Source: an optimization exercise on an open RTL-to-GDS flow (aim: small area, a short achievable clock period and few clock cycles). Production flows keep margins and buffers that such runs may drop.
Where RTL was checked, it was by simulation tests only, not by an equivalence proof against the original.
The RTL of runs 1 to 3 was laid out without a check of its function.
Power is estimated from default activity; no workload was simulated.

==> flow/design.v <==
package smePkg;
    typedef logic [8-1:0] smeChar;
    typedef logic [5-1:0] smeIndex;
    typedef struct packed {
        smeChar [8-1:0] chars;
        smeChar prevChar;
        smeChar endChar;
        logic atStart;
        logic atEnd;
    } smeWindow;
    typedef struct packed {
        smeChar [8-1:0] core;
        logic [3:0] coreLen;
        logic anchorStart;
        logic anchorEnd;
    } smePattern;
    typedef enum logic [1:0] {
        loadString,
        loadPattern,
        scan,
        result
    } smeState;
endpackage
`timescale 1ns/10ps
module smeTop
(
    input  logic       clk,
    input  logic       reset,
    input  logic [7:0] charData,
    input  logic       isString,
    input  logic       isPattern,
    output logic       valid,
    output logic       match,
    output logic [4:0] matchIndex
);
    localparam int S = 32;
    function automatic logic geConst(input logic [4:0] a, input int b);
        logic r;
        r = 1'b1;
        for (int k = 0; k < 5; k++)
        begin
            if (b[k])
                r = a[k] & r;
            else
                r = a[k] | r;
        end
        geConst = r;
    endfunction
    function automatic logic gt5(input logic [4:0] a, input logic [4:0] b);
        logic r;
        r = 1'b0;
        for (int k = 0; k < 5; k++)
        begin
            r = (a[k] & ~b[k]) | (~(a[k] ^ b[k]) & r);
        end
        gt5 = r;
    endfunction
    function automatic logic [4:0] sub5(input logic [4:0] a, input logic [4:0] b);
        logic borrow;
        borrow = 1'b0;
        for (int k = 0; k < 5; k++)
        begin
            sub5[k] = a[k] ^ b[k] ^ borrow;
            borrow = (~a[k] & b[k]) | (~(a[k] ^ b[k]) & borrow);
        end
    endfunction
    function automatic logic [4:0] add5(input logic [4:0] a, input logic [4:0] b);
        logic carry;
        carry = 1'b0;
        for (int k = 0; k < 5; k++)
        begin
            add5[k] = a[k] ^ b[k] ^ carry;
            carry = (a[k] & b[k]) | ((a[k] ^ b[k]) & carry);
        end
    endfunction
    function automatic logic [4:0] inc5(input logic [4:0] a);
        logic carry;
        carry = 1'b1;
        for (int k = 0; k < 5; k++)
        begin
            inc5[k] = a[k] ^ carry;
            carry = a[k] & carry;
        end
    endfunction
    function automatic logic [5:0] highest(input logic [S-1:0] v);
        logic [5:0] n1 [16];
        logic [5:0] n2 [8];
        logic [5:0] n3 [4];
        logic [5:0] n4 [2];
        for (int a = 0; a < 16; a++)
            n1[a] = v[2*a+1] ? {1'b1, 4'd0, 1'b1} : {v[2*a], 5'd0};
        for (int a = 0; a < 8; a++)
            n2[a] = n1[2*a+1][5] ? {1'b1, 3'd0, 1'b1, n1[2*a+1][0]} : {n1[2*a][5], 3'd0, 1'b0, n1[2*a][0]};
        for (int a = 0; a < 4; a++)
            n3[a] = n2[2*a+1][5] ? {1'b1, 2'd0, 1'b1, n2[2*a+1][1:0]} : {n2[2*a][5], 2'd0, 1'b0, n2[2*a][1:0]};
        for (int a = 0; a < 2; a++)
            n4[a] = n3[2*a+1][5] ? {1'b1, 1'd0, 1'b1, n3[2*a+1][2:0]} : {n3[2*a][5], 1'd0, 1'b0, n3[2*a][2:0]};
        highest = n4[1][5] ? {1'b1, 1'b1, n4[1][3:0]} : {n4[0][5], 1'b0, n4[0][3:0]};
    endfunction
    logic [7:0] ring [S];
    logic [S-1:0] ringSp;    
    logic [S-1:0] cand;
    logic isStringQ;
    logic isPatternQ;
    logic [4:0] sPos;
    logic [4:0] snPos;       
    logic [4:0] kPos;
    logic caretQ;        
    logic dollarQ;       
    always_ff @(posedge clk)
    begin
        ring[0] <= isString ? charData : ring[S-1];
        ringSp[0] <= isString ? (charData == 8'h20) : ringSp[S-1];
        for (int p = 1; p < S; p++)
        begin
            ring[p] <= ring[p-1];
            ringSp[p] <= ringSp[p-1];
        end
    end
    always_ff @(posedge clk)
    begin
        sPos <= (isString && !isStringQ) ? 5'd0 : inc5(sPos);
        snPos <= isString ? 5'd31 : inc5(snPos);
    end
    logic [S-1:0] isS0;
    logic [S-1:0] isSN;
    logic [S-1:0] kLe;
    always_comb
    begin
        for (int q = 0; q < S; q++)
        begin
            isS0[q] = (sPos == 5'(q));
            isSN[q] = (snPos == 5'(q));
            kLe[q] = (kPos[4:3] > 2'(q / 8)) || ((kPos[4:3] == 2'(q / 8)) && (kPos[2:0] >= 3'(q % 8)));
        end
    end
    logic isDot;
    logic isCaret;
    logic isDollar;
    logic [S-1:0] eq;
    logic [S-1:0] sp;
    logic [S-1:0] dl;
    assign isDot = (charData == 8'h2e);
    assign isCaret = (charData == 8'h5e);
    assign isDollar = (charData == 8'h24);
    always_comb
    begin
        for (int q = 0; q < S; q++)
        begin
            eq[q] = (ring[q] == charData);
            sp[q] = ringSp[q];
            dl[q] = (ring[q] == 8'h24);
        end
    end
    logic [S-1:0] base;
    logic [S-1:0] startOk;
    always_comb
    begin
        for (int q = 0; q < S; q++)
        begin
            startOk[q] = sp[q] || isS0[(q+S-1)%S];
            base[q] = cand[q] && (!dollarQ || (dl[(q+1)%S] && !isSN[(q+1)%S]));
        end
    end
    logic [S-1:0] candX;
    logic [S-1:0] candY;
    logic keepY;
    always_comb
    begin
        for (int q = 0; q < S; q++)
        begin
            if (!isPatternQ)
            begin
                candX[q] = 1'b1;
                candY[q] = startOk[q];
            end
            else if (caretQ)
            begin
                candX[q] = cand[q];
                candY[q] = 1'b0;
            end
            else
            begin
                candX[q] = base[q] && !isSN[q];
                candY[q] = base[q];
            end
        end
        keepY = isPatternQ ? (!caretQ && isDollar) : isCaret;
    end
    logic selY;
    logic selDot;
    logic selEq;
    assign selY = keepY;
    assign selDot = !keepY && isDot;
    assign selEq = !keepY;
    always_ff @(posedge clk)
    begin
        for (int q = 0; q < S; q++)
        begin
            cand[q] <= (selY && candY[q]) || (selDot && candX[q]) || (selEq && candX[q] && eq[q]);
        end
        caretQ <= !isPatternQ && isCaret;
        dollarQ <= isPatternQ && !caretQ && isDollar;
        if (isPattern && !isPatternQ)
        begin
            kPos <= isCaret ? inc5(sPos) : sPos;
        end
    end
    logic [S-1:0] fin;
    logic [S-1:0] finLo;
    always_comb
    begin
        for (int q = 0; q < S; q++)
        begin
            fin[q] = cand[q] && (!dollarQ || sp[(q+1)%S] || isSN[(q+1)%S]);
            finLo[q] = fin[q] && kLe[q];
        end
    end
    logic [5:0] hLo;
    logic [5:0] hAll;
    logic [4:0] hitPos;
    logic hitAny;
    logic resPend;
    assign hLo = highest(finLo);
    assign hAll = highest(fin);
    always_ff @(posedge clk or posedge reset)
    begin
        if (reset)
        begin
            isStringQ <= 1'b0;
            isPatternQ <= 1'b0;
            resPend <= 1'b0;
            valid <= 1'b0;
        end
        else
        begin
            isStringQ <= isString;
            isPatternQ <= isPattern;
            resPend <= isPatternQ && !isPattern;
            valid <= resPend;
        end
    end
    logic [4:0] loPos;
    logic loLeK;
    logic [4:0] hitIdx;
    logic hitOk;
    logic [4:0] nM1;
    always_ff @(posedge clk)
    begin
        nM1 <= add5(sPos, ~snPos);
        loPos <= sub5(kPos, nM1);
        loLeK <= !gt5(nM1, kPos);
    end
    assign hitIdx = sub5(kPos, hitPos);
    assign hitOk = hitAny && (loLeK ? (!gt5(loPos, hitPos) && !gt5(hitPos, kPos))
                                    : (!gt5(loPos, hitPos) || !gt5(hitPos, kPos)));
    always_ff @(posedge clk)
    begin
        hitPos <= hLo[5] ? hLo[4:0] : hAll[4:0];
        hitAny <= hAll[5];
        match <= hitOk;
        matchIndex <= hitOk ? hitIdx : 5'd0;
    end
endmodule
==> flow/run.sh <==
#!/bin/bash
# synth_recipe.tcl (not shown) runs the flow's synth.tcl, then flattens the netlist and writes it again
# the make line also repeats each setting of config.mk as NAME=value (left out here)
make -C /OpenROAD-flow-scripts/flow DESIGN_CONFIG=/design/flow/config.mk WORK_HOME=/design/flow/orfs CLKGATE_MAP_FILE= SYNTH_SCRIPT=/design/flow/synth_recipe.tcl finish
==> flow/config.mk <==
export PLATFORM = sky130hd
export DESIGN_NAME = smeTop
export DESIGN_NICKNAME = smeTop
export VERILOG_FILES = /design/flow/design.v
export SDC_FILE = /design/flow/constraint.sdc
export NUM_CORES = 4
export LEC_CHECK = 0
export CAP_MARGIN = 20
export CORE_MARGIN = 2
export CORE_UTILIZATION = 60
export CTS_BUF_LIST = sky130_fd_sc_hd__clkbuf_4 sky130_fd_sc_hd__clkbuf_8
export CTS_CLUSTER_DIAMETER = 60
export CTS_CLUSTER_SIZE = 14
export SETUP_SLACK_MARGIN = 4.5
export SLEW_MARGIN = 20
==> flow/constraint.sdc <==
create_clock -name core_clock -period 7.0 [get_ports {clk}]
set_input_delay 1.4000 -clock core_clock [delete_from_list [all_inputs] [get_ports {clk}]]
set_output_delay 1.4000 -clock core_clock [all_outputs]
set_load 0.01 [all_outputs]
==> summary.md, run 1 <==
| Metric | Value |
|---|---|
| Internal power | `3.222 mW` |
| HP Class | `flip-flop to flip-flop` |
| First-pass DRT Iterations | `8` |
| Final std cells w/o fill | `1,944` |
| Die ar. | `0.02686 mm^2` |
| Average wire per standard cell | `26.45 um` |
| Worst path required time | `7430 ps` |
| Lkg Pwr | `6.901 nW` |
| Clock Skews | `34.32 ps` |
| Most Frequent Cell on Critical Path | `buf_12` |
| Gate Count Post-Synth | `1,467` |
| Element type at the critical path end | `flip-flop` |
| Type of origin of the critical path | `flip-flop` |
| Antenna cells | `0` |
| Fin crit period | `2769 ps` |
| Arr. time, crit path | `3200 ps` |
| Placer's final routability congestion estimate | `0.8967` |
| DRC violations left | `0` |
| CTS sink cnt | `364` |
| Top_reg_cell synth | `dfxtp_1` |
| Initial Util | `0.6110` |
| CP max FO | `4` |
| Initial DRC count | `1,815` |
| Max_cap viols | `0` |
| Top cells by area, synth | `dfxtp_1, xnor2_1, or4b_2, nand4_1, nor2_1` |
| Switching Share | `0.3034` |
| Placed Instances | `1,749` |
| Largest net degree at the start of global routing | `65` |
| Fin util | `0.7430` |
| Max Buffers Root-to-Sink | `3` |
| Final worst path period share | `0.3956` |
| Layout area overhead | `21.61%` |
| Area share of the largest cell type after synthesis | `0.4633` |
| Clk slew on worst S/H paths | `90 ps` |
| Placed Area | `0.01572 mm^2` |
| Hold Buf Count CTS | `0` |
| Grt ovf | `0` |
| Clock Power Share | `0.275` |
| Via count | `12.84k` |
| Post-synth cell types | `85` |
| Top delay family on crit path | `simple AND/OR/NAND/NOR gates` |
| Total power | `4.625 mW` |
| Top-count cell post-synth | `dfxtp_1` |
| Setup ws final | `4231 ps` |
| Synth warn | `10` |
| Netlist Area Pre-Place | `0.01534 mm^2` |
| Vias per cell | `6.602` |
| CTS tree | `done` |
| # rows | `58` |
| Comb pwr share | `0.203` |
| Syn_area_per_cell | `10.46 um^2` |
| Yosys top cell by area | `dfxtp_1` |
| Worst path slowest cell | `dfxtp_4` |
| Layout Nets | `1,643` |
| Post-synth EDFFs | `5` |
| Setup violators final | `0` |
| Net Count, Synth | `1,509` |
| Async SR Flop Fraction | `0.01099` |
| Clock latency (worst-skew pair) | `570 ps` |
| Core Box Area | `0.02511 mm^2` |
| Overall Global Routing Usage | `0.3662` |
| Max stage delay on crit path | `370 ps` |
| NetSw | `1.403 mW` |
| PD cells | `247.9 mW/mm^2` |
| Vias in the first global route | `12.17k` |
| H-Tree Depth | `2` |
| Max VDD drop | `0.0002573 V` |
| RSZ-0062 raised after global routing | `true` |
| First-pass GRT wire length | `74,390 um` |
| Hold WS | `372.2 ps` |
| I/O pin count | `19` |
| Clk root buf | `clkbuf_8` |
| Place WS | `2811 ps` |
| CTS Buf Count | `34` |
| Flop pwr share | `0.522` |
| Die Ht | `163.9 um` |
| Fillers | `1,754` |
| Synthesis-stage register bit count | `364` |
| TNS Setup | `0 ps` |
| Worst setup path category | `flip-flop to flip-flop` |
| Fraction of layout cells with a size suffix above 1 | `0.2664` |
| Buffer and inverter count on the worst path | `3` |
| R2r setup slk | `4230 ps` |
| Final instance area | `0.01866 mm^2` |
| Final hold vios | `0` |
| Rel. slew slack | `0.1970` |
| Worst-path cell chain | `inv_4, ha_4, buf_12, buf_12, nor4bb_4, o31ai_2, nand4_1, nor4_4, o211a_1, a2111oi_4, or3b_1` |
| Post-DP HPWL | `29,800 um` |
| Outcome | `finished clean` |
| Final Max Slew Viols | `0` |
| Fmax | `361.1 MHz` |
| Worst slew pin tran | `1205 ps` |
| Sequential fraction of the synthesis area | `0.4796` |
| Top cells by count, synth | `dfxtp_1, xnor2_1, nor2_1` |
| Final antenna-violating net count | `0` |
| Routed wire length | `51,430 um` |
| Die X | `163.9 um` |
| Port Buffer Count | `18` |
| Initial antenna violation count | `0` |
power groups by stage:
| stage | Combinational (mW) | Sequential (mW) | Clock (mW) |
|---|---|---|---|
| floorplan | 0.537 | 2.40 | 0 |
| global placement | 0.687 | 2.46 | 0 |
| detailed placement | 0.696 | 2.46 | 0 |
| CTS | 0.861 | 2.41 | 1.27 |
| global route | 1.00 | 2.43 | 1.35 |
| finish | 0.941 | 2.41 | 1.27 |
final timing paths:
| path | start | to | cells past startpoint |
|---|---|---|---|
| min in group asynchronous | reset | valid | 2 |
| worst min register to register | resPend | valid | 0 |
| worst max register to register | snPos[1] | hitPos[1] | 11 |
| worst min-delay path | resPend | valid | 0 |
| max in group asynchronous | reset | isPatternQ | 2 |
| worst max-delay path | snPos[1] | hitPos[1] | 11 |
metal layers:
metal / share of wire / global-route usage
met1: 0.42 / 0.5224
met2: 0.42 / 0.5311
met3: 0.11 / 0.08788
met4: 0.046 / 0.1531
met5: 0 / 0
state kept, by name, summed over array words and instances, names as in the netlist, 5 cells and up:
name / cells
ring: 256
cand: 32
ringSp: 32
hitPos: 5
kPos: 5
loPos: 5
matchIndex: 5
nM1: 5
sPos: 5
snPos: 5
cells by family (layout without fill, tap and decap cells):
group,after synthesis,count (layout),share of synthesized area
multiplexers,11,11,0.008074
flip-flops,364,364,0.4796
adder cells (fa/ha/maj),30,30,0.02985
AND/OR/NAND/NOR,402,402,0.1691
buffers and inverters,121,268,0.03311
XOR/XNOR,262,262,0.1496
AO/OA/AOI/OAI,277,277,0.1307
cells in the final DEF (no fill, tap or decap), drive strengths merged, types with 32 or more instances in the layout:
master,netlist,layout
buf,25,164
dfxtp,355,355
nor3,38,38
xor2,33,33
a21oi,33,33
or4b,57,57
clkbuf,57,49
nand4,62,62
xnor2,229,229
o22ai,32,32
o21ai,61,61
nor2,97,97
inv,39,43
timing repair:
| item | in CTS | in global routing |
|---|---|---|
| setup endpoints to repair | 61 | 55 |
| buffers inserted | 94 | 40 |
| resized for setup | 183 | 63 |
| gates cloned | 8 | 4 |
| hold endpoints to repair | 0 | 0 |
| pin swaps | 60 | 36 |
layout make-up:
type                            count  area (um^2)  area share
Multi-Input combinational cell    982         8223      0.4408
Sequential cell                   364         7372      0.3952
Timing Repair Buffer              180         1871      0.1003
Clock buffer                       41        526.8     0.02824
Tap cell                          330        412.9     0.02213
Inverter                           39        160.2    0.008585
Clock inverter                      8        90.09    0.004829
==> inputs of run 2 (changes only) <==
--- a/flow/config.mk
+++ b/flow/config.mk
@@ -7,9 +7,7 @@
 export LEC_CHECK = 0
 export CAP_MARGIN = 20
 export CORE_MARGIN = 2
-export CORE_UTILIZATION = 60
+export CORE_UTILIZATION = 40
 export CTS_BUF_LIST = sky130_fd_sc_hd__clkbuf_4 sky130_fd_sc_hd__clkbuf_8
-export CTS_CLUSTER_DIAMETER = 60
-export CTS_CLUSTER_SIZE = 14
 export SETUP_SLACK_MARGIN = 4.5
 export SLEW_MARGIN = 20
==> run 2 against run 1 <==
Still clean on timing, DRC and antenna. Routed wire length down 7.2%. Fmax up 1.4%. Clock power increased by 55%. Register-to-register slack improved by 40 ps. Largest cell class unchanged. Largest power group unchanged. Highest routed layer unchanged.
==> summary.md, run 2 <==
| Metric | Value |
|---|---|
| Outcome | `finished clean` |
| PD cells | `273.4 mW/mm^2 (+10%)` |
| Synthesis-stage register bit count | `364 (unchanged)` |
| Buffer and inverter count on the worst path | `3 (unchanged)` |
| Worst-path cell chain | `inv_2, ha_4, buf_4, nor4bb_2, o31ai_2, nand4_1, nor4_4, buf_4, a2111o_1, o22a_1` |
| Netlist Area Pre-Place | `0.01534 mm^2 (unchanged)` |
| Placer's final routability congestion estimate | `0.8527 (-4.9%)` |
| Arr. time, crit path | `3220 ps (+20 ps)` |
| Worst slew pin tran | `1145 ps (-59.36 ps)` |
| Initial antenna violation count | `0 (unchanged)` |
| Most Frequent Cell on Critical Path | `buf_4` |
| Antenna cells | `0 (unchanged)` |
| Rel. slew slack | `0.2365 (+0.03957)` |
| Leading cell type in the layout, fill and taps excluded | `dfxtp_1` |
| Most frequent cells in the layout | `dfxtp_1, xnor2_1, clkbuf_8` |
| First-pass GRT wire length | `71,890 um (-3.4%)` |
| Clock Skews | `44.11 ps (+9.791 ps)` |
| Final Max Slew Viols | `0 (unchanged)` |
| Overall Global Routing Usage | `0.2347 (-0.1315)` |
| Setup violators final | `0 (unchanged)` |
| Yosys top cell by area | `dfxtp_1` |
| CP max FO | `6 (+2)` |
| Total power | `5.235 mW (+13%)` |
| Clock latency (worst-skew pair) | `640 ps (+70 ps)` |
| Top_reg_cell synth | `dfxtp_1` |
| Top reg by flops | `ring` |
| Clk root buf | `clkbuf_8` |
| Initial DRC count | `958 (-47%)` |
| First-pass DRT Iterations | `6 (-2)` |
| Worst path slowest cell | `nor4bb_2` |
| Type of origin of the critical path | `flip-flop` |
| # rows | `71 (+22%)` |
| Layout area overhead | `24.82%` |
| Die Ht | `199.8 um (+22%)` |
| Initial Util | `0.4063 (-0.2046)` |
| Post-DP HPWL | `30,310 um (+1.7%)` |
| Vias in the first global route | `11.96k (-1.7%)` |
| DRC violations left | `0 (unchanged)` |
| Grt ovf | `0 (unchanged)` |
| Port Buffer Count | `18 (unchanged)` |
| Worst path required time | `7490 ps (+60 ps)` |
| TNS Setup | `0 ps (unchanged)` |
| Clk slew on worst S/H paths | `60 ps (-30 ps)` |
| Max_cap viols | `0 (unchanged)` |
| Syn_area_per_cell | `10.46 um^2 (unchanged)` |
| Worst setup path category | `flip-flop to flip-flop` |
| Fmax | `366.3 MHz (+1.4%)` |
| Top cells by count, synth | `dfxtp_1, xnor2_1, nor2_1` |
| Largest net degree at the start of global routing | `66 (+1.5%)` |
| Vias per cell | `5.694 (-14%)` |
| Top delay family on crit path | `simple AND/OR/NAND/NOR gates` |
| Top flop regs | `ring x256, cand x32, ringSp x32` |
| Max stage delay on crit path | `530 ps (+160 ps)` |
| Area share of the largest cell type after synthesis | `0.4633 (unchanged)` |
| Routed wire length | `47,740 um (-7.2%)` |
| RSZ-0062 raised after global routing | `true` |
| Top cells by area, synth | `dfxtp_1, xnor2_1, or4b_2, nand4_1, nor2_1` |
| Sequential fraction of the synthesis area | `0.4796 (unchanged)` |
| Final antenna-violating net count | `0 (unchanged)` |
| HP Class | `flip-flop to flip-flop` |
| Post-synth cell types | `85 (unchanged)` |
| Synth warn | `10 (unchanged)` |
| Setup ws final | `4270 ps (+39.15 ps)` |
| CTS sink cnt | `364 (unchanged)` |
| Fin crit period | `2730 ps (-39.15 ps)` |
| Average wire per standard cell | `22.51 um (-15%)` |
| Layout Nets | `1,605 (-2.3%)` |
| Final hold vios | `0 (unchanged)` |
| Async SR Flop Fraction | `0.01099 (unchanged)` |
| Fillers | `3,344 (+91%)` |
| Top-count cell post-synth | `dfxtp_1` |
| Gate Count Post-Synth | `1,467 (unchanged)` |
| I/O pin count | `19 (unchanged)` |
| Final worst path period share | `0.3900 (-0.005593)` |
| Lkg Pwr | `6.838 nW (-0.91%)` |
| H-Tree Depth | `2 (unchanged)` |
| Element type at the critical path end | `flip-flop` |
| Max reg flops | `256 (unchanged)` |
| Max VDD drop | `0.0001624 V (-37%)` |
| CTS Buf Count | `57 (+68%)` |
| Via count | `12.08k (-5.9%)` |
| Post-synth EDFFs | `5 (unchanged)` |
| Core Box Area | `0.03776 mm^2 (+50%)` |
| CTS tree | `done` |
| Fraction of layout cells with a size suffix above 1 | `0.2764 (+0.009979)` |
| Die X | `199.8 um (+22%)` |
| Place WS | `2503 ps (-308.4 ps)` |
| Hold Buf Count CTS | `0 (unchanged)` |
| Die ar. | `0.03993 mm^2 (+49%)` |
| Max Buffers Root-to-Sink | `3 (unchanged)` |
| Net Count, Synth | `1,509 (unchanged)` |
[run 2: cell counts after synthesis]
Identical to the previous run, type by type.
[run 2: what timing repair did]
item                       in CTS  in global routing
setup endpoints to repair      61                 47
pin swaps                      50                 26
gates cloned                    9                  3
resized for setup             205                 59
buffers inserted               47                 24
[run 2: cell families after synthesis]
kind of cell               count (synthesis)  share of synthesized area
and+or+nand+nor                          402                     0.1691
DFF                                      364                     0.4796
xor gates and xnor gates                 262                     0.1496
adders and majority gates                 30                    0.02985
muxes                                     11                   0.008074
buffers and inverters                    121                    0.03311
AOI/OAI and AO/OA                        277                     0.1307
[run 2: worst register-to-register path: cells and delay by family, from the launching register on]
kind	cells	cell delay, ps
AO/OA/AOI/OAI	3	760
adder cells (fa/ha/maj)	1	230
buffers and inverters	3	450
flip-flops	1	350
AND/OR/NAND/NOR	3	810
[run 2: final timing paths]
path                           from         end  slack (ps)  cells after the start
max                        snPos[1]   hitPos[2]        4270                     10
min                         resPend       valid         350                      0
max reg2reg                snPos[1]   hitPos[2]        4270                     10
min reg2reg                 resPend       valid         350                      0
max in group asynchronous     reset  isPatternQ        5890                      2
min in group asynchronous     reset   isStringQ         940                      2
[run 2: metal layers]
metal	vias up	GRT usage	share of wire
li1	5544	-	-
met1	5930	0.3360	0.46
met2	505	0.3661	0.44
met3	97	0.03360	0.064
met4	0	0.07160	0.029
met5	-	0	0
[run 2: stage by stage]
step	instance area [um^2]	hold slack [ps]	utilization	cells
4_1_cts	18590	353.7	0.4923	2093
3_5_place_dp	15950	341.3	0.4224	1931
5_1_grt	19150	366.3	0.5072	2121
6_report	19150	351.5	0.5072	2121
3_3_place_gp	15950	331.6	0.4224	1931
2_1_floorplan	15500	331.2	-	1467
[run 2: report_power, final]
part / switching [mW] / internal [mW]
logic: 0.467 / 0.380
clock network: 0.862 / 1.11
registers: 0.162 / 2.26
[run 2: cell type report]
class                      instances  area (um^2)  area share
inverter                          39        155.1    0.008102
multi-input combinational        984         8317      0.4343
clock inverter                    11        100.1    0.005227
timing repair buffer             117         1383     0.07220
tap                              511        639.4     0.03339
clock buffer                      95         1182     0.06175
sequential                       364         7372      0.3850
==> inputs of run 3 (changes only) <==
--- a/flow/design.v
+++ b/flow/design.v
@@ -98,7 +98,6 @@
         highest = n4[1][5] ? {1'b1, 1'b1, n4[1][3:0]} : {n4[0][5], 1'b0, n4[0][3:0]};
     endfunction
     logic [7:0] ring [S];
-    logic [S-1:0] ringSp;    
     logic [S-1:0] cand;
     logic isStringQ;
     logic isPatternQ;
@@ -110,11 +109,9 @@
     always_ff @(posedge clk)
     begin
         ring[0] <= isString ? charData : ring[S-1];
-        ringSp[0] <= isString ? (charData == 8'h20) : ringSp[S-1];
         for (int p = 1; p < S; p++)
         begin
             ring[p] <= ring[p-1];
-            ringSp[p] <= ringSp[p-1];
         end
     end
     always_ff @(posedge clk)
@@ -131,7 +128,7 @@
         begin
             isS0[q] = (sPos == 5'(q));
             isSN[q] = (snPos == 5'(q));
-            kLe[q] = (kPos[4:3] > 2'(q / 8)) || ((kPos[4:3] == 2'(q / 8)) && (kPos[2:0] >= 3'(q % 8)));
+            kLe[q] = geConst(kPos, q);
         end
     end
     logic isDot;
@@ -148,7 +145,7 @@
         for (int q = 0; q < S; q++)
         begin
             eq[q] = (ring[q] == charData);
-            sp[q] = ringSp[q];
+            sp[q] = (ring[q] == 8'h20);
             dl[q] = (ring[q] == 8'h24);
         end
     end
@@ -208,18 +205,22 @@
     end
     logic [S-1:0] fin;
     logic [S-1:0] finLo;
-    always_comb
-    begin
-        for (int q = 0; q < S; q++)
-        begin
-            fin[q] = cand[q] && (!dollarQ || sp[(q+1)%S] || isSN[(q+1)%S]);
+    logic [S-1:0] atEnd;
+    always_comb
+    begin
+        for (int q = 0; q < S; q++)
+        begin
+            fin[q] = cand[q] && (!dollarQ || sp[(q+1)%S]);
             finLo[q] = fin[q] && kLe[q];
+            atEnd[q] = cand[q] && isSN[(q+1)%S];
         end
     end
     logic [5:0] hLo;
     logic [5:0] hAll;
     logic [4:0] hitPos;
     logic hitAny;
+    logic endAny;
+    logic [4:0] endIdx;
     logic resPend;
     assign hLo = highest(finLo);
     assign hAll = highest(fin);
@@ -251,14 +252,18 @@
         loPos <= sub5(kPos, nM1);
         loLeK <= !gt5(nM1, kPos);
     end
+    logic endOk;
     assign hitIdx = sub5(kPos, hitPos);
     assign hitOk = hitAny && (loLeK ? (!gt5(loPos, hitPos) && !gt5(hitPos, kPos))
                                     : (!gt5(loPos, hitPos) || !gt5(hitPos, kPos)));
+    assign endOk = endAny && !gt5(endIdx, nM1);
     always_ff @(posedge clk)
     begin
         hitPos <= hLo[5] ? hLo[4:0] : hAll[4:0];
         hitAny <= hAll[5];
-        match <= hitOk;
-        matchIndex <= hitOk ? hitIdx : 5'd0;
+        endAny <= dollarQ && (|atEnd);
+        endIdx <= sub5(kPos, sub5(snPos, 5'd1));
+        match <= hitOk || endOk;
+        matchIndex <= hitOk ? hitIdx : endOk ? endIdx : 5'd0;
     end
 endmodule
--- a/flow/config.mk
+++ b/flow/config.mk
@@ -7,7 +7,9 @@
 export LEC_CHECK = 0
 export CAP_MARGIN = 20
 export CORE_MARGIN = 2
-export CORE_UTILIZATION = 40
+export CORE_UTILIZATION = 60
 export CTS_BUF_LIST = sky130_fd_sc_hd__clkbuf_4 sky130_fd_sc_hd__clkbuf_8
+export CTS_CLUSTER_DIAMETER = 60
+export CTS_CLUSTER_SIZE = 14
 export SETUP_SLACK_MARGIN = 4.5
 export SLEW_MARGIN = 20
==> run 3 against run 2 <==
Still clean. Critical path depth unchanged. Routed wire length up 7.0%. Combinational power down 0.5%. Non-clock buffer count down 34. Cell count down 8.9%. Clock skew up 11 ps. Clock-buffer cell count down 62.
==> summary.md, run 3 <==
| Metric | Value |
|---|---|
| Top reg by flops | `ring` |
| Layout Nets | `1,648 (+2.7%)` |
| Vias in the first global route | `12.57k (+5.1%)` |
| Buffer and inverter count on the worst path | `2 (-1)` |
| Fillers | `1,984 (-41%)` |
| Multi-input gate area | `0.008357 mm^2 (+0.48%)` |
| Top_reg_cell synth | `dfxtp_1` |
| Max Buffers Root-to-Sink | `3 (unchanged)` |
| Max stage delay on crit path | `490 ps (-40 ps)` |
| Sequential fraction of the synthesis area | `0.4452 (-0.03436)` |
| PD cells | `247.2 mW/mm^2 (-9.6%)` |
| H-Tree Depth | `1 (-1)` |
| Netlist Area Pre-Place | `0.01536 mm^2 (about the same)` |
| Vias per cell | `6.747 (+18%)` |
| Final worst path period share | `0.3864 (-0.003571)` |
| First-pass DRT Iterations | `6 (unchanged)` |
| DRC violations left | `0 (unchanged)` |
| Top delay family on crit path | `adder cells` |
| HP Class | `flip-flop to flip-flop` |
| Overall Global Routing Usage | `0.3791 (+0.1444)` |
| Type of origin of the critical path | `flip-flop` |
| Initial DRC count | `1,861 (+94%)` |
| Routed wire length | `51,100 um (+7.0%)` |
| Hold WS | `360.0 ps (+8.558 ps)` |
| Hold Buf Count CTS | `0 (unchanged)` |
| Leading cell type in the layout, fill and taps excluded | `dfxtp_1` |
| Die Ht | `164.0 um (-18%)` |
| Placed Instances | `1,840 (-4.7%)` |
| Final antenna-violating net count | `0 (unchanged)` |
| Post-synth cell types | `88 (+3.5%)` |
| Fmax | `369.7 MHz (+0.92%)` |
| Top flop regs | `ring x256, cand x32` |
| Worst path slowest cell | `edfxtp_1` |
| Clk root buf | `clkbuf_8` |
| Synthesis-stage register bit count | `338 (-7.1%)` |
| Total power | `4.269 mW (-18%)` |
| Gate Count Post-Synth | `1,559 (+6.3%)` |
| Fin crit period | `2705 ps (-25.00 ps)` |
| I/O pin count | `19 (unchanged)` |
| Area share of the largest cell type after synthesis | `0.4289 (-0.03435)` |
| Lkg Pwr | `6.233 nW (-8.8%)` |
| Worst-path cell chain | `inv_6, ha_4, fa_2, fa_2, fa_2, inv_2, fa_2, a21oi_1, o31a_1, mux2i_1` |
| Post-DP HPWL | `34,020 um (+12%)` |
| Placed Area | `0.01580 mm^2 (-0.93%)` |
| RSZ-0062 raised after global routing | `true` |
| Port Buffer Count | `18 (unchanged)` |
| Final instance area | `0.01727 mm^2 (-9.8%)` |
| CTS tree | `done` |
| Clk slew on worst S/H paths | `90 ps (+30 ps)` |
| Net Count, Synth | `1,611 (+6.8%)` |
| Register area | `0.006840 mm^2 (-7.2%)` |
| Most frequent cells in the layout | `dfxtp_1, xnor2_1, nand4_1` |
| Arr. time, crit path | `3180 ps (-40 ps)` |
| Worst setup path category | `flip-flop to flip-flop` |
| Placer's final routability congestion estimate | `1.038 (+22%)` |
| Post-synth EDFFs | `5 (unchanged)` |
| Top-count cell post-synth | `dfxtp_1` |
| Grt ovf | `0 (unchanged)` |
| Most Frequent Cell on Critical Path | `fa_2` |
| Rel. slew slack | `0.2197 (-0.01685)` |
| First-pass GRT wire length | `76,650 um (+6.6%)` |
| Final hold vios | `0 (unchanged)` |
| Max_cap viols | `0 (unchanged)` |
| Top cells by area, synth | `dfxtp_1, xnor2_1, nand4_1, xor2_1, ha_1` |
| TNS Setup | `0 ps (unchanged)` |
| Worst path required time | `7480 ps (about the same)` |
| Layout area overhead | `12.46%` |
| Final Max Slew Viols | `0 (unchanged)` |
| Average wire per standard cell | `26.44 um (+17%)` |
| Clock Skews | `55.38 ps (+11.27 ps)` |
| Setup violators final | `0 (unchanged)` |
| Yosys top cell by area | `dfxtp_1` |
| Largest net degree at the start of global routing | `40 (-39%)` |
| CP max FO | `6 (unchanged)` |
| # rows | `58 (-18%)` |
| Syn_area_per_cell | `9.850 um^2 (-5.8%)` |
| Antenna cells | `0 (unchanged)` |
| Final std cells w/o fill | `1,933 (-8.9%)` |
| Max VDD drop | `0.0002836 V (+75%)` |
| Async SR Flop Fraction | `0.01183 (+0.0008453)` |
| Max reg flops | `256 (unchanged)` |
| Top cells by count, synth | `dfxtp_1, xnor2_1, nand4_1, nor2_1, nand2_1` |
| CTS sink cnt | `338 (-7.1%)` |
| Die X | `164.0 um (-18%)` |
| Clock latency (worst-skew pair) | `640 ps (about the same)` |
| Core Box Area | `0.02518 mm^2 (-33%)` |
| Via count | `13.04k (+8.0%)` |
| CTS Buf Count | `29 (-49%)` |
| Fraction of layout cells with a size suffix above 1 | `0.1497 (-0.1267)` |
| Die ar. | `0.02689 mm^2 (-33%)` |
| Element type at the critical path end | `flip-flop` |
| Synth warn | `10 (unchanged)` |
| Outcome | `finished clean` |
| Initial antenna violation count | `0 (unchanged)` |
| Initial Util | `0.6098 (+0.2035)` |
| Worst slew pin tran | `1171 ps (+25.28 ps)` |
[run 3: changes by cell type after synthesis, sizes merged, moves of 24 or more]
cell   previous run  this run
dfxtp           355       329
nor4             13        38
nor3             38        13
nand3             5        33
nand2            23        69
o21ai            61        85
or4               2        35
nor2             97        71
or4b             57        32
[run 3: repair_timing]
item	4_1_cts	5_1_grt
resized for setup	77	49
hold endpoints to repair	0	0
endpoints found under the setup margin	56	40
setup buffers	37	9
pin swaps	10	16
cloned	8	1
[run 3: path summary, 6_finish.rpt]
path / startpoint / endpoint / slack [ps] / depth (start not counted)
min in group asynchronous: reset / resPend / 960 / 2
min: resPend / valid / 360 / 0
max: kPos[0] / matchIndex[3] / 4300 / 10
max in group asynchronous: reset / isStringQ / 5890 / 2
max reg2reg: kPos[0] / matchIndex[3] / 4300 / 10
min reg2reg: resPend / valid / 360 / 0
[run 3: routing by layer]
| metal | vias up | GRT usage | share of wire |
|---|---|---|---|
| met2 | 876 | 0.5751 | 0.43 |
| li1 | 5753 | - | - |
| met5 | - | 0 | 0 |
| met1 | 6224 | 0.5192 | 0.41 |
| met3 | 188 | 0.1078 | 0.12 |
| met4 | 0 | 0.1304 | 0.041 |
[run 3: layout make-up]
| class | count | share of cell area |
|---|---|---|
| Clock buffer | 33 | 0.02521 |
| Clock inverter | 5 | 0.005289 |
| Inverter | 60 | 0.01406 |
| Multi-Input combinational cell | 1084 | 0.4839 |
| Sequential cell | 338 | 0.3961 |
| Tap cell | 330 | 0.02391 |
| Timing Repair Buffer | 83 | 0.05151 |
[run 3: kinds of logic after synthesis]
kind of cell | share of synthesized area
adder cells (fa/ha/maj) | 0.03944
flip-flops | 0.4452
AND/OR/NAND/NOR | 0.1697
buffers and inverters | 0.03805
multiplexers | 0.01198
XOR/XNOR | 0.1511
AO/OA/AOI/OAI | 0.1445
[run 3: report_power, final]
group	internal [mW]	switching (mW)	total, mW
clock network	0.485	0.644	1.13
registers	2.11	0.188	2.30
logic	0.353	0.491	0.843
[run 3: stage by stage]
stage | util | setup WS, ps
after detailed placement | 0.6274 | 2521
after global routing | 0.6858 | 4217
final | 0.6858 | 4295
after global placement | 0.6272 | 2580
after floorplan | - | 4110
after CTS | 0.6728 | 4311
==> inputs of run 4 (changes only) <==
--- a/flow/design.v
+++ b/flow/design.v
@@ -47,22 +47,31 @@
         geConst = r;
     endfunction
     function automatic logic gt5(input logic [4:0] a, input logic [4:0] b);
-        logic r;
-        r = 1'b0;
-        for (int k = 0; k < 5; k++)
-        begin
-            r = (a[k] & ~b[k]) | (~(a[k] ^ b[k]) & r);
-        end
-        gt5 = r;
+        logic rLo;
+        logic rHi;
+        logic eqHi;
+        rLo = 1'b0;
+        for (int k = 0; k < 3; k++)
+        begin
+            rLo = (a[k] & ~b[k]) | (~(a[k] ^ b[k]) & rLo);
+        end
+        rHi = (a[4] & ~b[4]) | (~(a[4] ^ b[4]) & a[3] & ~b[3]);
+        eqHi = (a[4:3] == b[4:3]);
+        gt5 = rHi | (eqHi & rLo);
     endfunction
     function automatic logic [4:0] sub5(input logic [4:0] a, input logic [4:0] b);
         logic borrow;
+        logic [1:0] hi0;
+        logic [1:0] hi1;
         borrow = 1'b0;
-        for (int k = 0; k < 5; k++)
+        for (int k = 0; k < 3; k++)
         begin
             sub5[k] = a[k] ^ b[k] ^ borrow;
             borrow = (~a[k] & b[k]) | (~(a[k] ^ b[k]) & borrow);
         end
+        hi0 = a[4:3] - b[4:3];
+        hi1 = a[4:3] - b[4:3] - 2'd1;
+        sub5[4:3] = borrow ? hi1 : hi0;
     endfunction
     function automatic logic [4:0] add5(input logic [4:0] a, input logic [4:0] b);
         logic carry;
@@ -219,6 +228,7 @@
     logic [5:0] hAll;
     logic [4:0] hitPos;
     logic hitAny;
+    logic hitLo;         
     logic endAny;
     logic [4:0] endIdx;
     logic resPend;
@@ -254,13 +264,14 @@
     end
     logic endOk;
     assign hitIdx = sub5(kPos, hitPos);
-    assign hitOk = hitAny && (loLeK ? (!gt5(loPos, hitPos) && !gt5(hitPos, kPos))
-                                    : (!gt5(loPos, hitPos) || !gt5(hitPos, kPos)));
+    assign hitOk = hitAny && (loLeK ? (!gt5(loPos, hitPos) && hitLo)
+                                    : (!gt5(loPos, hitPos) || hitLo));
     assign endOk = endAny && !gt5(endIdx, nM1);
     always_ff @(posedge clk)
     begin
         hitPos <= hLo[5] ? hLo[4:0] : hAll[4:0];
         hitAny <= hAll[5];
+        hitLo <= hLo[5];
         endAny <= dollarQ && (|atEnd);
         endIdx <= sub5(kPos, sub5(snPos, 5'd1));
         match <= hitOk || endOk;
==> run 4 against run 3 <==
Core utilization rose by 1.6 points. Combinational power rose by 3.7%. Critical path depth fell by 2. Sequential share of layout area fell by 0.48 points. Cell count rose by 2.3%. Largest cell class unchanged. Sequential power barely moved. Routed wire length fell by 0.96%. Critical path type unchanged.
==> summary.md, run 4 <==
| Metric | Value |
|---|---|
| Die X | `163.4 um (-0.37%)` |
| Syn_area_per_cell | `9.616 um^2 (-2.4%)` |
| Final hold vios | `0 (unchanged)` |
| Worst-path cell chain | `buf_6, or2_4, a21o_1, a32o_2, a2111oi_4, and2_4, o311ai_4, a32o_2` |
| Fmax | `391.0 MHz (+5.8%)` |
| Worst setup path category | `flip-flop to flip-flop` |
| Worst path slowest cell | `edfxtp_1` |
| Worst Hold Depth | `0 (unchanged)` |
| Via count | `12.75k (-2.3%)` |
| Lkg Pwr | `6.315 nW (+1.3%)` |
| Yosys top cell by area | `dfxtp_1` |
| Netlist Area Pre-Place | `0.01524 mm^2 (-0.75%)` |
| Clk slew on worst S/H paths | `90 ps (about the same)` |
| Worst path required time | `7520 ps (+40 ps)` |
| Port Buffer Count | `18 (unchanged)` |
| TNS Setup | `0 ps (unchanged)` |
| Gate Count Post-Synth | `1,585 (+1.7%)` |
| Hold Path Origin | `resPend` |
| Post-DP HPWL | `34,420 um (+1.2%)` |
| Setup violators final | `0 (unchanged)` |
| Max reg flops | `256 (unchanged)` |
| Hold Buf Count CTS | `0 (unchanged)` |
| Arr. time, crit path | `3080 ps (-100 ps)` |
| PD cells | `247.6 mW/mm^2 (+0.15%)` |
| Clk root buf | `clkbuf_8` |
| Type of origin of the critical path | `flip-flop` |
| HP Class | `flip-flop to flip-flop` |
| First-pass DRT Iterations | `5 (-1)` |
| Post-synth EDFFs | `5 (unchanged)` |
| Top flop regs | `ring x256, cand x32` |
| CTS tree | `done` |
| Reg-to-reg startpoint | `kPos[4]` |
| CP max FO | `4 (-2)` |
| Top cells by area, synth | `dfxtp_1, xnor2_1, nand4_1, nand2_1, nor2_1` |
| Worst slew pin tran | `846.0 ps (-324.5 ps)` |
| Critical Path Source | `kPos[4]` |
| Final antenna-violating net count | `0 (unchanged)` |
| Max_cap viols | `0 (unchanged)` |
| Routed wire length | `50,610 um (-0.96%)` |
| Clock Skews | `27.36 ps (-28.02 ps)` |
| Element type at the critical path end | `flip-flop` |
| DRC violations left | `0 (unchanged)` |
| Layout area overhead | `15.33%` |
| Overall Global Routing Usage | `0.3754 (-0.003642)` |
| Core Box Area | `0.02504 mm^2 (-0.58%)` |
| Sequential fraction of the synthesis area | `0.4499 (+0.004676)` |
| # rows | `58 (unchanged)` |
| Antenna cells | `0 (unchanged)` |
| Top delay family on crit path | `compound AO/OA/AOI/OAI gates` |
| Max Buffers Root-to-Sink | `3 (unchanged)` |
| Net Count, Synth | `1,633 (+1.4%)` |
| Synthesis-stage register bit count | `339 (+0.30%)` |
| CTS Buf Count | `31 (+6.9%)` |
| Hold Crit Endpoint | `valid` |
| Placer's final routability congestion estimate | `0.9887 (-4.8%)` |
| Synth warn | `10 (unchanged)` |
| Grt ovf | `0 (unchanged)` |
| Max VDD drop | `0.0002736 V (-3.5%)` |
| Most frequent cells in the layout | `dfxtp_1, xnor2_1, nand2_1` |
| Vias in the first global route | `12.34k (-1.8%)` |
| Reg2reg path depth | `8 (-2)` |
| Max stage delay on crit path | `530 ps (+40 ps)` |
| Initial Util | `0.6087 (-0.001063)` |
| Fin crit period | `2557 ps (-147.5 ps)` |
| Layout Nets | `1,688 (+2.4%)` |
| Vias per cell | `6.444 (-4.5%)` |
| Fillers | `2,000 (+0.81%)` |
| I/O pin count | `19 (unchanged)` |
| Post-synth cell types | `93 (+5.7%)` |
| Hold WS | `345.0 ps (-15.06 ps)` |
| H-Tree Depth | `1 (unchanged)` |
| R2r setup slk | `4440 ps (+150 ps)` |
| Clock latency (worst-skew pair) | `640 ps (about the same)` |
| Buffer and inverter count on the worst path | `1 (-1)` |
| Leading cell type in the layout, fill and taps excluded | `dfxtp_1` |
| Outcome | `finished clean` |
| Top_reg_cell synth | `dfxtp_1` |
| Worst r2r dst | `hitPos[0]` |
| Most Frequent Cell on Critical Path | `a32o_2` |
| Die Ht | `163.4 um (-0.37%)` |
| Rel. slew slack | `0.4342 (+0.2145)` |
| Top cells by count, synth | `dfxtp_1, xnor2_1, nand2_1, nor2_1, nand4_1` |
| Top reg by flops | `ring` |
| Initial antenna violation count | `0 (unchanged)` |
| CTS sink cnt | `339 (+0.30%)` |
| Multi-input gate area | `0.008496 mm^2 (+1.7%)` |
| Area share of the largest cell type after synthesis | `0.4335 (+0.004553)` |
| Fraction of layout cells with a size suffix above 1 | `0.1735 (+0.02382)` |
| Initial DRC count | `1,439 (-23%)` |
| Top-count cell post-synth | `dfxtp_1` |
| Fin util | `0.7020 (+0.01627)` |
| Async SR Flop Fraction | `0.01180 (-0.00003491)` |
| Die ar. | `0.02669 mm^2 (-0.73%)` |
| Register area | `0.006878 mm^2 (+0.55%)` |
| Final Max Slew Viols | `0 (unchanged)` |
| Final worst path period share | `0.3653 (-0.02107)` |
| Average wire per standard cell | `25.59 um (-3.2%)` |
| Instance count on the critical path | `8 (-2)` |
| Largest net degree at the start of global routing | `36 (-10%)` |
| First-pass GRT wire length | `75,490 um (-1.5%)` |
| RSZ-0062 raised after global routing | `true` |
run 4: worst register-to-register path: cells and delay by family, from the launching register on:
| family | cells | cell delay (ps) |
|---|---|---|
| AO/OA/AOI/OAI | 5 | 1240 |
| buffers and inverters | 1 | 190 |
| flip-flops | 1 | 530 |
| AND/OR/NAND/NOR | 2 | 500 |
run 4: worst max-delay path by stage:
stage,end
after CTS,valid
after detailed placement,cand[16]
final,hitPos[0]
after floorplan,cand[1]
after global placement,cand[16]
after global routing,valid
run 4: cells by family after synthesis:
group,Yosys count,share of synthesized area
flops,339,0.4499
simple gates,480,0.1742
mux,10,0.007225
fa+ha+maj,38,0.03530
buf+inv,136,0.03522
compound gates,307,0.1401
xor+xnor,275,0.1580
run 4: stage by stage:
stage	total power, mW	setup slack [ps]	area, um^2	instances
2_1_floorplan	2.828	4177	15430	1585
3_3_place_gp	3.075	2684	15660	1870
3_5_place_dp	3.090	2580	15660	1870
4_1_cts	4.297	4424	17080	1953
5_1_grt	4.519	4413	17580	1978
6_report	4.352	4443	17580	1978
run 4: layout make-up:
| cell class | instances | share of cell area |
|---|---|---|
| Tap cell | 330 | 0.02349 |
| Clock buffer | 33 | 0.02513 |
| Clock inverter | 8 | 0.007261 |
| Sequential cell | 339 | 0.3913 |
| Multi-Input combinational cell | 1112 | 0.4833 |
| Inverter | 57 | 0.01367 |
| Timing Repair Buffer | 99 | 0.05581 |
run 4: repair_timing:
item	4_1_cts	5_1_grt
pin swaps	22	29
setup endpoints to repair	54	39
resized for setup	137	71
setup buffers	37	25
gates cloned	5	0
run 4: power by group:
part | total (mW) | switching (mW) | internal [mW]
Clock | 1.18 | 0.680 | 0.503
Sequential | 2.29 | 0.183 | 2.11
Combinational | 0.874 | 0.505 | 0.369
run 4: per-layer routing:
layer  share of wire  global-route usage  wire length (um)
met1            0.41              0.4939             20750
met2            0.45              0.5967             22860
met3           0.085             0.06805              4284
met4           0.054              0.1834              2712
met5               0                   0                 0
Testbench counts of run 4, summed over its fixed seeds: cycles 6,945.
==> inputs of run 5 (changes only) <==
--- a/flow/config.mk
+++ b/flow/config.mk
@@ -7,7 +7,7 @@
 export LEC_CHECK = 0
 export CAP_MARGIN = 20
 export CORE_MARGIN = 2
-export CORE_UTILIZATION = 60
+export CORE_UTILIZATION = 70
 export CTS_BUF_LIST = sky130_fd_sc_hd__clkbuf_4 sky130_fd_sc_hd__clkbuf_8
 export CTS_CLUSTER_DIAMETER = 60
 export CTS_CLUSTER_SIZE = 14
==> run 5 against run 4 <==
Critical path depth increased by 2. Via count up 9.6%. Highest routed layer unchanged. Sequential power about the same. Area after synthesis is the same. Largest cell class unchanged. Clock power shrank 8%. Still clean. Critical endpoint is now hitPos[1]. Largest power group unchanged. Total power shrank 1.6%. Critical path type unchanged. Global-route usage is 7.1 points higher. Design area decreased by 0.47%. Worst hold slack gained 18 ps.
==> summary.md, run 5 <==
| Metric | Value |
|---|---|
| Clock Skews | `32.39 ps (+5.031 ps)` |
| Element type at the critical path end | `flip-flop` |
| Setup violators final | `0 (unchanged)` |
| Worst path slowest cell | `nor4b_2` |
| Max stage delay on crit path | `560 ps (+30 ps)` |
| Outcome | `finished clean` |
| Hold Path Origin | `ring[21][5]` |
| Max_cap viols | `0 (unchanged)` |
| Final Max Slew Viols | `0 (unchanged)` |
| Post-synth cell types | `93 (unchanged)` |
| Final hold vios | `0 (unchanged)` |
| Antenna cells | `0 (unchanged)` |
| Synth warn | `10 (unchanged)` |
| Post-synth EDFFs | `5 (unchanged)` |
| Top reg by flops | `ring` |
| Top flop regs | `ring x256, cand x32` |
| Via count | `13.97k (+9.6%)` |
| Leading cell type in the layout, fill and taps excluded | `dfxtp_1` |
| Clk root buf | `clkbuf_8` |
| Fillers | `1,250 (-38%)` |
| Average wire per standard cell | `27.82 um (+8.7%)` |
| Worst r2r dst | `hitPos[1]` |
| Worst setup path category | `flip-flop to flip-flop` |
| Top cells by area, synth | `dfxtp_1, xnor2_1, nand4_1, nand2_1, nor2_1` |
| Arr. time, crit path | `3190 ps (+110 ps)` |
| Vias per cell | `7.205 (+12%)` |
| Fmax | `371.3 MHz (-5.0%)` |
| Routed wire length | `53,950 um (+6.6%)` |
| # rows | `53 (-8.6%)` |
| Netlist Area Pre-Place | `0.01524 mm^2 (unchanged)` |
| Lkg Pwr | `6.347 nW (+0.50%)` |
| Net Count, Synth | `1,633 (unchanged)` |
| TNS Setup | `0 ps (unchanged)` |
| Layout area overhead | `14.79%` |
| Rel. slew slack | `0.4367 (+0.002518)` |
| Overall Global Routing Usage | `0.4467 (+0.07124)` |
| Async SR Flop Fraction | `0.01180 (unchanged)` |
| Worst slew pin tran | `844.0 ps (-2.056 ps)` |
| RSZ-0062 raised after global routing | `true` |
| Top-count cell post-synth | `dfxtp_1` |
| Fin crit period | `2693 ps (+135.9 ps)` |
| First-pass DRT Iterations | `12 (+7)` |
| Die ar. | `0.02297 mm^2 (-14%)` |
| Post-DP HPWL | `33,530 um (-2.6%)` |
| Hold WS | `363.4 ps (+18.43 ps)` |
| Clk slew on worst S/H paths | `90 ps (about the same)` |
| Syn_area_per_cell | `9.616 um^2 (unchanged)` |
| Max reg flops | `256 (unchanged)` |
| Top cells by count, synth | `dfxtp_1, xnor2_1, nand2_1, nor2_1, nand4_1` |
| Gate Count Post-Synth | `1,585 (unchanged)` |
| Initial Util | `0.7182 (+0.1095)` |
| PD cells | `244.9 mW/mm^2 (-1.1%)` |
| Worst Hold Depth | `0 (unchanged)` |
| Placer's final routability congestion estimate | `1.016 (+2.7%)` |
| Synthesis-stage register bit count | `339 (unchanged)` |
| Worst-path cell chain | `nor4b_2, a31o_1, o211ai_1, buf_4, buf_4, a221oi_1, o21bai_1, a21oi_1, o31ai_1, o21ai_1` |
| Total power | `4.284 mW (-1.6%)` |
| First-pass GRT wire length | `77,110 um (+2.1%)` |
| CP max FO | `3 (-1)` |
| Layout Nets | `1,705 (+1.0%)` |
| CTS Buf Count | `30 (-3.2%)` |
| H-Tree Depth | `1 (unchanged)` |
| I/O pin count | `19 (unchanged)` |
| Most frequent cells in the layout | `dfxtp_1, xnor2_1, nand2_1` |
| CTS tree | `done` |
| Max VDD drop | `0.0002881 V (+5.3%)` |
| Yosys top cell by area | `dfxtp_1` |
| Initial antenna violation count | `0 (unchanged)` |
| Final worst path period share | `0.3848 (+0.01942)` |
| Reg-to-reg startpoint | `ring[4][7]` |
| Grt ovf | `0 (unchanged)` |
| Die X | `151.6 um (-7.2%)` |
| DRC violations left | `0 (unchanged)` |
| Hold Buf Count CTS | `0 (unchanged)` |
| Sequential fraction of the synthesis area | `0.4499 (unchanged)` |
| Max Buffers Root-to-Sink | `3 (unchanged)` |
| CTS sink cnt | `339 (unchanged)` |
| Type of origin of the critical path | `flip-flop` |
| Vias in the first global route | `13.20k (+7.0%)` |
| Worst path required time | `7490 ps (-30 ps)` |
| Reg2reg path depth | `10 (+2)` |
| R2r setup slk | `4310 ps (-140 ps)` |
| Clock latency (worst-skew pair) | `630 ps (about the same)` |
| Die Ht | `151.6 um (-7.2%)` |
| Final antenna-violating net count | `0 (unchanged)` |
| Area share of the largest cell type after synthesis | `0.4335 (unchanged)` |
| Fraction of layout cells with a size suffix above 1 | `0.1731 (-0.0004668)` |
| Largest net degree at the start of global routing | `36 (unchanged)` |
| Most Frequent Cell on Critical Path | `buf_4` |
| Port Buffer Count | `18 (unchanged)` |
| Initial DRC count | `2,123 (+48%)` |
| Top_reg_cell synth | `dfxtp_1` |
| Hold Crit Endpoint | `ring[22][5]` |
| Core Box Area | `0.02122 mm^2 (-15%)` |
| HP Class | `flip-flop to flip-flop` |
[run 5: report_power, final]
group          internal [mW]  total (mW)  switching (mW)
Sequential              2.11        2.30           0.195
Clock                  0.419        1.09           0.667
Combinational          0.371       0.893           0.522
[run 5: per-layer routing]
metal | share of wire | vias up | global-route usage
met2 | 0.42 | 1184 | 0.6862
met1 | 0.36 | 6514 | 0.5416
met3 | 0.13 | 449 | 0.1359
met5 | 0 | - | 0
met4 | 0.089 | 0 | 0.2991
li1 | - | 5823 | -
[run 5: area by class of cell]
| class | count | area (um^2) | area share |
|---|---|---|---|
| clock inverters | 6 | 58.81 | 0.003361 |
| clock buffers | 33 | 435.4 | 0.02489 |
| inverters | 57 | 242.7 | 0.01387 |
| multi-input cells | 1112 | 8414 | 0.4810 |
| flip-flops and latches | 339 | 6863 | 0.3923 |
| well taps | 275 | 344.1 | 0.01967 |
| repair buffers | 117 | 1136 | 0.06494 |
[run 5: worst max path at each step]
stage / end / cells past startpoint / startpoint / slack, ps
2_1_floorplan: cand[1] / 6 / charData[7] / 4180
4_1_cts: hitPos[2] / 10 / dollarQ / 4460
5_1_grt: hitPos[0] / 10 / kPos[2] / 4320
3_3_place_gp: cand[16] / 11 / charData[2] / 2700
3_5_place_dp: cand[13] / 10 / charData[2] / 2610
6_report: hitPos[1] / 10 / ring[4][7] / 4310
[run 5: cell families after synthesis]
kind of cell / synth area share
buf+inv: 0.03522
xor+xnor: 0.1580
flops: 0.4499
simple gates: 0.1742
fa+ha+maj: 0.03530
mux: 0.007225
compound gates: 0.1401
[run 5: per-stage QoR]
step	instances	util	setup WS [ps]	area [um^2]
4_1_cts	1902	0.8003	4463	16980
2_1_floorplan	1585	-	4177	15430
3_3_place_gp	1814	0.7344	2698	15580
3_5_place_dp	1814	0.7344	2608	15580
5_1_grt	1939	0.8244	4321	17490
6_report	1939	0.8244	4307	17490
[run 5: worst max-delay path: cells and delay by family (launching register included)]
family	cells	cell delay [ps]
AOI/OAI and AO/OA	7	1370
buffers and inverters	2	290
DFF	1	360
and+or+nand+nor	1	560
[run 5: timing repair]
item,CTS,global route
setup endpoints to repair,54,36
gates resized for setup,133,48
pin swaps,17,19
cloned,5,2
hold endpoints to repair,0,0
setup buffers,44,35
==> inputs of run 6 (changes only) <==
--- a/flow/config.mk
+++ b/flow/config.mk
@@ -7,9 +7,9 @@
 export LEC_CHECK = 0
 export CAP_MARGIN = 20
 export CORE_MARGIN = 2
-export CORE_UTILIZATION = 70
+export CORE_UTILIZATION = 60
 export CTS_BUF_LIST = sky130_fd_sc_hd__clkbuf_4 sky130_fd_sc_hd__clkbuf_8
 export CTS_CLUSTER_DIAMETER = 60
 export CTS_CLUSTER_SIZE = 14
-export SETUP_SLACK_MARGIN = 4.5
+export SETUP_SLACK_MARGIN = 4.7
 export SLEW_MARGIN = 20
==> run 6 against run 5 <==
Design area increased by 7.4%. Worst hold slack got worse by 6.0 ps. Non-clock buffer count increased by 32. Worst setup slack improved by 11 ps. Register-to-register slack about the same. Clock-buffer cell count increased by 2. Die area increased by 16%. Sequential power about the same. Sequential share of layout area decreased by 2.6 points. Combinational power increased by 4.0%.
==> summary.md, run 6 <==
| Metric | Value |
|---|---|
| Fmax | `372.7 MHz (+0.39%)` |
| H-Tree Depth | `1 (unchanged)` |
| Port Buffer Count | `18 (unchanged)` |
| Grt ovf | `0 (unchanged)` |
| Leading cell type in the layout, fill and taps excluded | `dfxtp_1` |
| Layout area overhead | `23.30%` |
| Netlist Area Pre-Place | `0.01524 mm^2 (unchanged)` |
| Placer's final routability congestion estimate | `1.002 (-1.3%)` |
| Max Buffers Root-to-Sink | `3 (unchanged)` |
| Post-synth cell types | `93 (unchanged)` |
| Synth warn | `10 (unchanged)` |
| Area share of the largest cell type after synthesis | `0.4335 (unchanged)` |
| Lkg Pwr | `6.799 nW (+7.1%)` |
| Element type at the critical path end | `flip-flop` |
| Layout Nets | `1,738 (+1.9%)` |
| Worst r2r dst | `hitPos[1]` |
| Die X | `163.4 um (+7.8%)` |
| Total power | `4.392 mW (+2.5%)` |
| Worst setup path category | `flip-flop to flip-flop` |
| First-pass DRT Iterations | `6 (-6)` |
| Net Count, Synth | `1,633 (unchanged)` |
| Routed wire length | `55,650 um (+3.1%)` |
| Syn_area_per_cell | `9.616 um^2 (unchanged)` |
| Worst Hold Depth | `0 (unchanged)` |
| Hold Path Origin | `resPend` |
| Worst path slowest cell | `or4b_4` |
| Worst slew pin tran | `903.1 ps (+59.14 ps)` |
| R2r setup slk | `4320 ps (about the same)` |
| Core Box Area | `0.02504 mm^2 (+18%)` |
| Initial DRC count | `1,740 (-18%)` |
| CTS sink cnt | `339 (unchanged)` |
| Fillers | `1,776 (+42%)` |
| Async SR Flop Fraction | `0.01180 (unchanged)` |
| Most Frequent Cell on Critical Path | `buf_4` |
| Yosys top cell by area | `dfxtp_1` |
| Rel. slew slack | `0.3972 (-0.03947)` |
| Setup violators final | `0 (unchanged)` |
| Top cells by area, synth | `dfxtp_1, xnor2_1, nand4_1, nand2_1, nor2_1` |
| DRC violations left | `0 (unchanged)` |
| First-pass GRT wire length | `80,770 um (+4.7%)` |
| Synthesis-stage register bit count | `339 (unchanged)` |
| Final worst path period share | `0.3833 (-0.001511)` |
| HP Class | `flip-flop to flip-flop` |
| Top cells by count, synth | `dfxtp_1, xnor2_1, nand2_1, nor2_1, nand4_1` |
| Worst path required time | `7480 ps (about the same)` |
| CTS Buf Count | `31 (+3.3%)` |
| PD cells | `233.7 mW/mm^2 (-4.6%)` |
| Clk root buf | `clkbuf_8` |
| Clk slew on worst S/H paths | `80 ps (about the same)` |
| Initial antenna violation count | `1 (+1)` |
| Average wire per standard cell | `27.41 um (-1.5%)` |
| Top_reg_cell synth | `dfxtp_1` |
| Post-synth EDFFs | `5 (unchanged)` |
| Die Ht | `163.4 um (+7.8%)` |
| Vias per cell | `6.705 (-6.9%)` |
| Post-DP HPWL | `34,240 um (+2.1%)` |
| RSZ-0062 raised after global routing | `true` |
| Outcome | `finished clean` |
| Initial Util | `0.6087 (-0.1095)` |
| CTS tree | `done` |
| Final Max Slew Viols | `0 (unchanged)` |
| Most frequent cells in the layout | `dfxtp_1, xnor2_1, nand2_1` |
| Overall Global Routing Usage | `0.4019 (-0.04471)` |
| Type of origin of the critical path | `flip-flop` |
| Antenna cells | `0 (unchanged)` |
| Gate Count Post-Synth | `1,585 (unchanged)` |
| Final hold vios | `0 (unchanged)` |
| Final antenna-violating net count | `0 (unchanged)` |
| Reg2reg path depth | `11 (+1)` |
| Die ar. | `0.02669 mm^2 (+16%)` |
| # rows | `58 (+9.4%)` |
| Max reg flops | `256 (unchanged)` |
| Vias in the first global route | `13.22k (+0.14%)` |
| Top reg by flops | `ring` |
| CP max FO | `4 (+1)` |
| Clock latency (worst-skew pair) | `640 ps (about the same)` |
| Max stage delay on crit path | `590 ps (+30 ps)` |
| Reg-to-reg startpoint | `ring[3][4]` |
| I/O pin count | `19 (unchanged)` |
| Fraction of layout cells with a size suffix above 1 | `0.2476 (+0.07457)` |
| Clock Skews | `34.66 ps (+2.270 ps)` |
| Arr. time, crit path | `3170 ps (-20 ps)` |
| Largest net degree at the start of global routing | `36 (unchanged)` |
| Hold Crit Endpoint | `valid` |
| Sequential fraction of the synthesis area | `0.4499 (unchanged)` |
| Fin crit period | `2683 ps (-10.58 ps)` |
| Via count | `13.61k (-2.6%)` |
| Top flop regs | `ring x256, cand x32` |
| Max_cap viols | `0 (unchanged)` |
| TNS Setup | `0 ps (unchanged)` |
| Worst-path cell chain | `or4b_4, o21ai_4, a32oi_2, o211ai_1, buf_4, a2111oi_4, and2_4, buf_4, buf_6, o31ai_4, o21ai_2` |
| Top-count cell post-synth | `dfxtp_1` |
| Max VDD drop | `0.0002601 V (-9.7%)` |
[run 6: cell types whose count changed in the layout (fill, tap and decap cells not counted), sizes merged]
cell	change
inv	-1
buf	+29
bufbuf	+3
bufinv	+1
clkbuf	+2
clkdlybuf4s50	-1
clkinvlp	-1
clkinv	+3
dlymetal6s2s	+1
[run 6: repair_timing]
item | in CTS | in global routing
resized for setup | 248 | 104
pin swaps | 58 | 57
hold buffers | 0 | 0
setup endpoints to repair | 58 | 56
cloned | 11 | 2
setup buffers | 78 | 26
[run 6: stage by stage]
stage / hold slack (ps) / setup WS (ps) / instance area (um^2) / cells / util
3_5_place_dp: 341.2 / 2518 / 15660 / 1870 / 0.6255
3_3_place_gp: 334.0 / 2541 / 15660 / 1870 / 0.6255
6_report: 357.4 / 4317 / 18790 / 2030 / 0.7506
4_1_cts: 361.3 / 4419 / 18100 / 2002 / 0.7229
5_1_grt: 367.0 / 4264 / 18790 / 2030 / 0.7506
2_1_floorplan: 331.2 / 4177 / 15470 / 1585 / -
[run 6: critical path, delay by kind of cell (launching register included)]
kind                   cells  cell delay [ps]
AOI/OAI and AO/OA          6             1010
buffers and inverters      3              410
DFF                        1              340
and+or+nand+nor            2              780
[run 6: worst max-delay path by stage]
stage,from,to
floorplan,charData[7],cand[1]
global placement,charData[6],cand[16]
detailed placement,charData[6],cand[16]
CTS,valid,valid
global route,ring[4][4],hitPos[1]
finish,ring[3][4],hitPos[1]
[run 6: cells by family after synthesis]
logic type,count (synthesis),share of synthesized area
multiplexers,10,0.007225
XOR/XNOR,275,0.1580
AO/OA/AOI/OAI,307,0.1401
AND/OR/NAND/NOR,480,0.1742
adder cells (fa/ha/maj),38,0.03530
flip-flops,339,0.4499
buffers and inverters,136,0.03522
[run 6: cell type report]
type                       count  area [um^2]  share of cell area
inverter                      57        237.7             0.01265
clock inverter                 8        92.59            0.004927
multi-input combinational   1112         8920              0.4747
clock buffer                  35        462.9             0.02464
sequential                   339         6883              0.3663
timing repair buffer         149         1783             0.09488
tap                          330        412.9             0.02197
[run 6: layer usage]
| metal | vias up | routed length, um | GRT usage |
|---|---|---|---|
| li1 | 5899 | - | - |
| met1 | 6495 | 21710 | 0.5166 |
| met2 | 940 | 24490 | 0.6339 |
| met3 | 277 | 5653 | 0.08278 |
| met4 | 0 | 3798 | 0.2224 |
| met5 | - | 0 | 0 |
[run 6: power breakdown]
group / switching (mW) / total (mW) / internal [mW]
combinational: 0.534 / 0.929 / 0.396
sequential: 0.191 / 2.30 / 2.11
clock: 0.679 / 1.16 / 0.481

[static timing again, ports no longer ideal]
How much do the figures lean on ideal ports? The routed layouts below were timed once more, with nothing changed but the port constraints. Step 1 sets driving cells, clkbuf_16 on the clock port and buf_2 on the other inputs (assumed; they add their load-dependent delay and slew). Step 2 also shifts input and output timing later by t, the mid clock arrival at the registers, as if the neighbouring blocks saw the same clock. Slacks: ideal / step 1 / step 2; pairs: ideal / step 1.
run	t (ns)	slack for setup (ns)	worst register clock-pin slew, ns
run 1	0.605	4.231 / 4.231 / 3.653	0.10 / 0.10
run 2	0.659	4.270 / 4.270 / 3.654	0.07 / 0.07
run 3	0.665	4.295 / 4.295 / 3.803	0.10 / 0.10
run 4	0.675	4.443 / 4.400 / 3.861	0.10 / 0.10
run 5	0.655	4.307 / 4.307 / 3.771	0.10 / 0.10
run 6	0.669	4.317 / 4.317 / 3.763	0.11 / 0.11
After both steps setup and hold are still met in every run listed. For run 2, which loses most, drivers alone change the setup slack by 0.000 ns; drivers and shift together by -0.616 ns.
